This design comes from an exercise in tuning for a short achievable clock period and few clock cycles on the open sky130 flow, not from production work.
Only simulation tests tie the RTL to the original design; equivalence was not proved.
No activity file was given, so power comes from the tool's default toggle rates.

==> job 4688: inputs <==
==> flow/design.v (excerpt) <==
module muldiv_unit_p #(
    parameter int WIDTH = 32
) (
    input  logic             clk,
    input  logic             reset,
    input  logic             start,
    input  logic [2:0]       op,
    input  logic [WIDTH-1:0] src_a,
    input  logic [WIDTH-1:0] src_b,
    input  logic             cancel,
    input  logic             wr_en,
    input  logic             wr_hi,
    input  logic [WIDTH-1:0] wr_data,
    output logic             busy,
    output logic             done,
    output logic [WIDTH-1:0] hi,
    output logic [WIDTH-1:0] lo
);
export LEC_CHECK = 0
export CAP_MARGIN = 40
export CORE_MARGIN = 2
export CORE_UTILIZATION = 40
export SLEW_MARGIN = 30
create_clock -name core_clock -period 12.0 [get_ports {clk}]
standard.sh (not shown) runs the stock make flow with config.mk's settings and CLKGATE_MAP_FILE= SYNTH_SCRIPT=/design/flow/synth_recipe.tcl, a recipe that flattens the netlist after the stock synthesis.
==> flow/flow/run.sh <==
#!/bin/bash
# Standard ORFS layout (the standard.sh, standard synthesis unchanged) with:
#  - port buffers of a plain buffer cell (buffer_ports otherwise picks a
#    delay cell), still one buffer on every input and output.
set -euo pipefail
MARGIN=$(cat flow/margin.txt)
bash standard.sh SETUP_SLACK_MARGIN=$MARGIN "BUFFER_PORTS_ARGS=-buffer_cell sky130_fd_sc_hd__buf_4" finish > make_finish.log 2>&1
==> flow/flow/margin.txt <==
8
==> job 6537: changes against job 4688 <==
--- a/flow/design.v
+++ b/flow/design.v
@@ -1623,25 +1623,13 @@
     logic [31:0] rem, quo, qq, qm;
     logic        rneg, qneg;
     assign bz    = (b_q == 32'd0);
     assign az    = (am_q == 32'd0);
     assign clza  = lzc32(am_q);
     assign clzb  = lzc32(bm_q);
-    logic        eq_len, ge_ab, one_q, rneg_p, qneg_p;
-    logic [32:0] d_ab;
-    logic [31:0] d_ba, prep_hi, prep_lo;
-    assign eq_len  = !az && !bz && (clzb == clza);
-    assign d_ab    = {1'b0, am_q} - {1'b0, bm_q};
-    assign d_ba    = bm_q - am_q;
-    assign ge_ab   = !d_ab[32];
-    assign one_q   = eq_len && ge_ab;
-    assign rneg_p  = !op_q[0] && a_q[31];
-    assign qneg_p  = !op_q[0] && (a_q[31] ^ b_q[31]);
-    assign prep_hi = one_q ? (rneg_p ? d_ba : d_ab[31:0]) : a_q;
-    assign prep_lo = one_q ? (qneg_p ? 32'hFFFF_FFFF : 32'd1) : {32{bz}};
-    assign early   = bz || az || (clzb <= clza);
+    assign early = bz || az || (clzb < clza);
     assign dd    = clzb - clza;
     assign e     = dd[4:2];
     always_comb begin
         rem_init = 32'd0;
         quo_init = 32'd0;
         case (e)
@@ -1745,42 +1733,36 @@
             quo  <= quo << 4;
             qq   <= qq_n;
             qm   <= qm_n;
             cnt  <= cnt - 3'd1;
         end
     end
-    logic        hsel, dsel, wr_ok, early_ok;
-    logic [31:0] hm, lm, hd, ld, ho, lo_o, hi_base, lo_base, ho_d, lo_o_d;
-    assign hi = hsel ? hm : dsel ? hd : ho;
-    assign lo = hsel ? lm : dsel ? ld : lo_o;
-    assign wr_ok    = !busy && wr_en && !(start && !cancel);
-    assign early_ok = st_prep && early && !cancel;
-    assign hi_base  = hsel ? hm : dsel ? hd : ho;
-    assign lo_base  = hsel ? lm : dsel ? ld : lo_o;
+    logic        take_mul, wr_ok;
+    logic [31:0] hi_oth, lo_oth, hi_d, lo_d;
+    assign take_mul = st_mul && !cancel;
+    assign wr_ok    = wr_en && !(start && !cancel);
     always_comb begin
-        if (early_ok)              ho_d = prep_hi;
-        else if (wr_ok && wr_hi)   ho_d = wr_data;
-        else                       ho_d = hi_base;
-        if (early_ok)              lo_o_d = prep_lo;
-        else if (wr_ok && !wr_hi)  lo_o_d = wr_data;
-        else                       lo_o_d = lo_base;
-    end
-    always_ff @(posedge clk) begin
-        hm <= mul_res[63:32];
-        lm <= mul_res[31:0];
-        hd <= div_hi;
-        ld <= div_lo;
+        if (busy) begin
+            if (fin && !cancel && !st_mul) begin
+                hi_oth = st_prep ? a_q : div_hi;
+                lo_oth = st_prep ? {32{bz}} : div_lo;
+            end else begin
+                hi_oth = hi;
+                lo_oth = lo;
+            end
+        end else begin
+            hi_oth = (wr_ok && wr_hi)  ? wr_data : hi;
+            lo_oth = (wr_ok && !wr_hi) ? wr_data : lo;
+        end
+        hi_d = take_mul ? mul_res[63:32] : hi_oth;
+        lo_d = take_mul ? mul_res[31:0]  : lo_oth;
     end
     always_ff @(posedge clk or posedge reset) begin
         if (reset) begin
-            hsel <= 1'b0;
-            dsel <= 1'b0;
-            ho   <= '0;
-            lo_o <= '0;
+            hi <= '0;
+            lo <= '0;
         end else begin
-            hsel <= st_mul && !cancel;
-            dsel <= st_div && last && !cancel;
-            ho   <= ho_d;
-            lo_o <= lo_o_d;
+            hi <= hi_d;
+            lo <= lo_d;
         end
     end
 endmodule
==> flow/flow/margin.txt (replaced) <==
7.5
==> job 8098: changes against job 4688 <==
--- a/flow/design.v
+++ b/flow/design.v
@@ -1623,25 +1623,13 @@
     logic [31:0] rem, quo, qq, qm;
     logic        rneg, qneg;
     assign bz    = (b_q == 32'd0);
     assign az    = (am_q == 32'd0);
     assign clza  = lzc32(am_q);
     assign clzb  = lzc32(bm_q);
-    logic        eq_len, ge_ab, one_q, rneg_p, qneg_p;
-    logic [32:0] d_ab;
-    logic [31:0] d_ba, prep_hi, prep_lo;
-    assign eq_len  = !az && !bz && (clzb == clza);
-    assign d_ab    = {1'b0, am_q} - {1'b0, bm_q};
-    assign d_ba    = bm_q - am_q;
-    assign ge_ab   = !d_ab[32];
-    assign one_q   = eq_len && ge_ab;
-    assign rneg_p  = !op_q[0] && a_q[31];
-    assign qneg_p  = !op_q[0] && (a_q[31] ^ b_q[31]);
-    assign prep_hi = one_q ? (rneg_p ? d_ba : d_ab[31:0]) : a_q;
-    assign prep_lo = one_q ? (qneg_p ? 32'hFFFF_FFFF : 32'd1) : {32{bz}};
-    assign early   = bz || az || (clzb <= clza);
+    assign early = bz || az || (clzb < clza);
     assign dd    = clzb - clza;
     assign e     = dd[4:2];
     always_comb begin
         rem_init = 32'd0;
         quo_init = 32'd0;
         case (e)
@@ -1754,16 +1742,16 @@
     assign lo = hsel ? lm : dsel ? ld : lo_o;
     assign wr_ok    = !busy && wr_en && !(start && !cancel);
     assign early_ok = st_prep && early && !cancel;
     assign hi_base  = hsel ? hm : dsel ? hd : ho;
     assign lo_base  = hsel ? lm : dsel ? ld : lo_o;
     always_comb begin
-        if (early_ok)              ho_d = prep_hi;
+        if (early_ok)              ho_d = a_q;
         else if (wr_ok && wr_hi)   ho_d = wr_data;
         else                       ho_d = hi_base;
-        if (early_ok)              lo_o_d = prep_lo;
+        if (early_ok)              lo_o_d = {32{bz}};
         else if (wr_ok && !wr_hi)  lo_o_d = wr_data;
         else                       lo_o_d = lo_base;
     end
     always_ff @(posedge clk) begin
         hm <= mul_res[63:32];
         lm <= mul_res[31:0];
==> flow/flow/margin.txt (replaced) <==
7.5
==> job 3839: changes against job 4688 <==
--- a/flow/design.v
+++ b/flow/design.v
@@ -1623,25 +1623,13 @@
     logic [31:0] rem, quo, qq, qm;
     logic        rneg, qneg;
     assign bz    = (b_q == 32'd0);
     assign az    = (am_q == 32'd0);
     assign clza  = lzc32(am_q);
     assign clzb  = lzc32(bm_q);
-    logic        eq_len, ge_ab, one_q, rneg_p, qneg_p;
-    logic [32:0] d_ab;
-    logic [31:0] d_ba, prep_hi, prep_lo;
-    assign eq_len  = !az && !bz && (clzb == clza);
-    assign d_ab    = {1'b0, am_q} - {1'b0, bm_q};
-    assign d_ba    = bm_q - am_q;
-    assign ge_ab   = !d_ab[32];
-    assign one_q   = eq_len && ge_ab;
-    assign rneg_p  = !op_q[0] && a_q[31];
-    assign qneg_p  = !op_q[0] && (a_q[31] ^ b_q[31]);
-    assign prep_hi = one_q ? (rneg_p ? d_ba : d_ab[31:0]) : a_q;
-    assign prep_lo = one_q ? (qneg_p ? 32'hFFFF_FFFF : 32'd1) : {32{bz}};
-    assign early   = bz || az || (clzb <= clza);
+    assign early = bz || az || (clzb < clza);
     assign dd    = clzb - clza;
     assign e     = dd[4:2];
     always_comb begin
         rem_init = 32'd0;
         quo_init = 32'd0;
         case (e)
@@ -1745,42 +1733,38 @@
             quo  <= quo << 4;
             qq   <= qq_n;
             qm   <= qm_n;
             cnt  <= cnt - 3'd1;
         end
     end
-    logic        hsel, dsel, wr_ok, early_ok;
-    logic [31:0] hm, lm, hd, ld, ho, lo_o, hi_base, lo_base, ho_d, lo_o_d;
-    assign hi = hsel ? hm : dsel ? hd : ho;
-    assign lo = hsel ? lm : dsel ? ld : lo_o;
-    assign wr_ok    = !busy && wr_en && !(start && !cancel);
-    assign early_ok = st_prep && early && !cancel;
-    assign hi_base  = hsel ? hm : dsel ? hd : ho;
-    assign lo_base  = hsel ? lm : dsel ? ld : lo_o;
+    logic        hsel, wr_ok, div_ok;
+    logic [31:0] hm, lm, ho, lo_o, hi_base, lo_base, ho_d, lo_o_d;
+    assign hi = hsel ? hm : ho;
+    assign lo = hsel ? lm : lo_o;
+    assign wr_ok   = !busy && wr_en && !(start && !cancel);
+    assign div_ok  = busy && fin && !cancel && !st_mul;
+    assign hi_base = hsel ? hm : ho;
+    assign lo_base = hsel ? lm : lo_o;
     always_comb begin
-        if (early_ok)              ho_d = prep_hi;
+        if (div_ok)                ho_d = st_prep ? a_q : div_hi;
         else if (wr_ok && wr_hi)   ho_d = wr_data;
         else                       ho_d = hi_base;
-        if (early_ok)              lo_o_d = prep_lo;
+        if (div_ok)                lo_o_d = st_prep ? {32{bz}} : div_lo;
         else if (wr_ok && !wr_hi)  lo_o_d = wr_data;
         else                       lo_o_d = lo_base;
     end
     always_ff @(posedge clk) begin
         hm <= mul_res[63:32];
         lm <= mul_res[31:0];
-        hd <= div_hi;
-        ld <= div_lo;
     end
     always_ff @(posedge clk or posedge reset) begin
         if (reset) begin
-            hsel <= 1'b0;
-            dsel <= 1'b0;
+            hsel  <= 1'b0;
             ho   <= '0;
             lo_o <= '0;
         end else begin
-            hsel <= st_mul && !cancel;
-            dsel <= st_div && last && !cancel;
+            hsel  <= st_mul && !cancel;
             ho   <= ho_d;
             lo_o <= lo_o_d;
         end
     end
 endmodule
==> flow/flow/margin.txt (replaced) <==
7.5
==> run_results.csv <==
group,metric,value,unit
timing,fin_tns_setup,0,ns
worst_setup_path,worstSetupStartpointType,"flop",
outcome,outcome,"no timing/DRC/antenna violations",
power_and_ir_drop,power_density,303,nW/um^2
power_and_ir_drop,switching_share,0.571,
worst_setup_path,crit_buf_inv,4,
yosys,synth-simple-area-share,0.122,
Source of the figures above: job 3839

==> run_results.csv <==
group,metric,value,unit
floorplanning,taps,3958,
worst_setup_path,crit_buf_inv,4,
final_layout,largestClassByArea,"multi-input gates",
timing,fin_tns_setup,0,ns
clock_network,root_buffer,"clkbuf_16",
outcome,outcome,"no timing/DRC/antenna violations",
final_layout,ff_latch_area,19800,um^2
route,via_per_inst,6.87,
power_and_ir_drop,switching_share,0.584,
worst_setup_path,worstSetupStartpointType,"flop",
power_and_ir_drop,power_density,318,nW/um^2
yosys,synth-simple-area-share,0.119,
Source of the figures above: job 6537

==> run_results.csv <==
group,metric,value,unit
floorplanning,fp.dieW,560,um
yosys,synthMuxAreaShare,0.0188,
outcome,outcome,"aborted with a tool error",
outcome,firstError,"[ERROR GRT-0232] Routing congestion too high. Check the congestion heatmap in the GUI.",
yosys,yosysSeqAreaShare,0.181,
yosys,synth-simple-area-share,0.117,
outcome,failing_step,"5_1_grt",
Source of the figures above: job 8098

==> run_results.csv <==
group,metric,value,unit
min_path,hold_class,"reg2reg",
power_and_ir_drop,power_density,302,nW/um^2
route,antenna_left,0,
yosys,synth-simple-area-share,0.126,
power_and_ir_drop,switching_share,0.555,
yosys,synth.ff_latch_count,966,
worst_setup_path,worstSetupStartpointType,"flop",
route,drt-total-wl,860000,um
power_and_ir_drop,pwr-share-comb,0.817,
worst_setup_path,crit_buf_inv,7,
timing,fin_tns_setup,0,ns
outcome,outcome,"no timing/DRC/antenna violations",
Source of the figures above: job 4688

Testbench counts of job 4688, summed over its fixed seeds: cycles 12,182.
Testbench counts of job 6537, summed over its fixed seeds: cycles 12,378.
Testbench counts of job 8098, summed over its fixed seeds: cycles 12,378.
Testbench counts of job 3839, summed over its fixed seeds: cycles 12,378.

[afterwards: timing with drivers on the ports]
In the flow no input, the clock included, has a driving cell. The finished layouts below were timed again as built, in two steps.
Step 1: set_driving_cell puts a clkbuf_16 on clk and a buf_2 on each other input, an assumption about the parent block.
Step 2 moves the port delays by t, midway between the first and last clock arrival at a register: inputs arrive t later, outputs are due t later. That takes back most of the time a late clock gives input paths.
Three values: ideal ports, drivers, drivers and shift; two values: the first two.
| run | t (ns) | setup WS [ns] | worst setup path at the end | clock arrival spread, ns | worst register clock-pin slew, ns |
|---|---|---|---|---|---|
| job 4688 | 0.943 | 6.790 / 6.394 / 5.451 | input to register | 0.109 / 0.109 | 0.09 / 0.09 |
| job 6537 | 0.996 | 6.501 / 6.501 / 5.825 | input to register | 0.137 / 0.137 | 0.08 / 0.08 |
| job 3839 | 0.864 | 6.787 / 6.787 / 5.930 | input to register | 0.094 / 0.094 | 0.08 / 0.08 |
After both steps every run listed still meets setup and hold. For job 4688, which loses most, drivers alone change the setup slack by -0.396 ns; drivers and shift together by -1.339 ns.
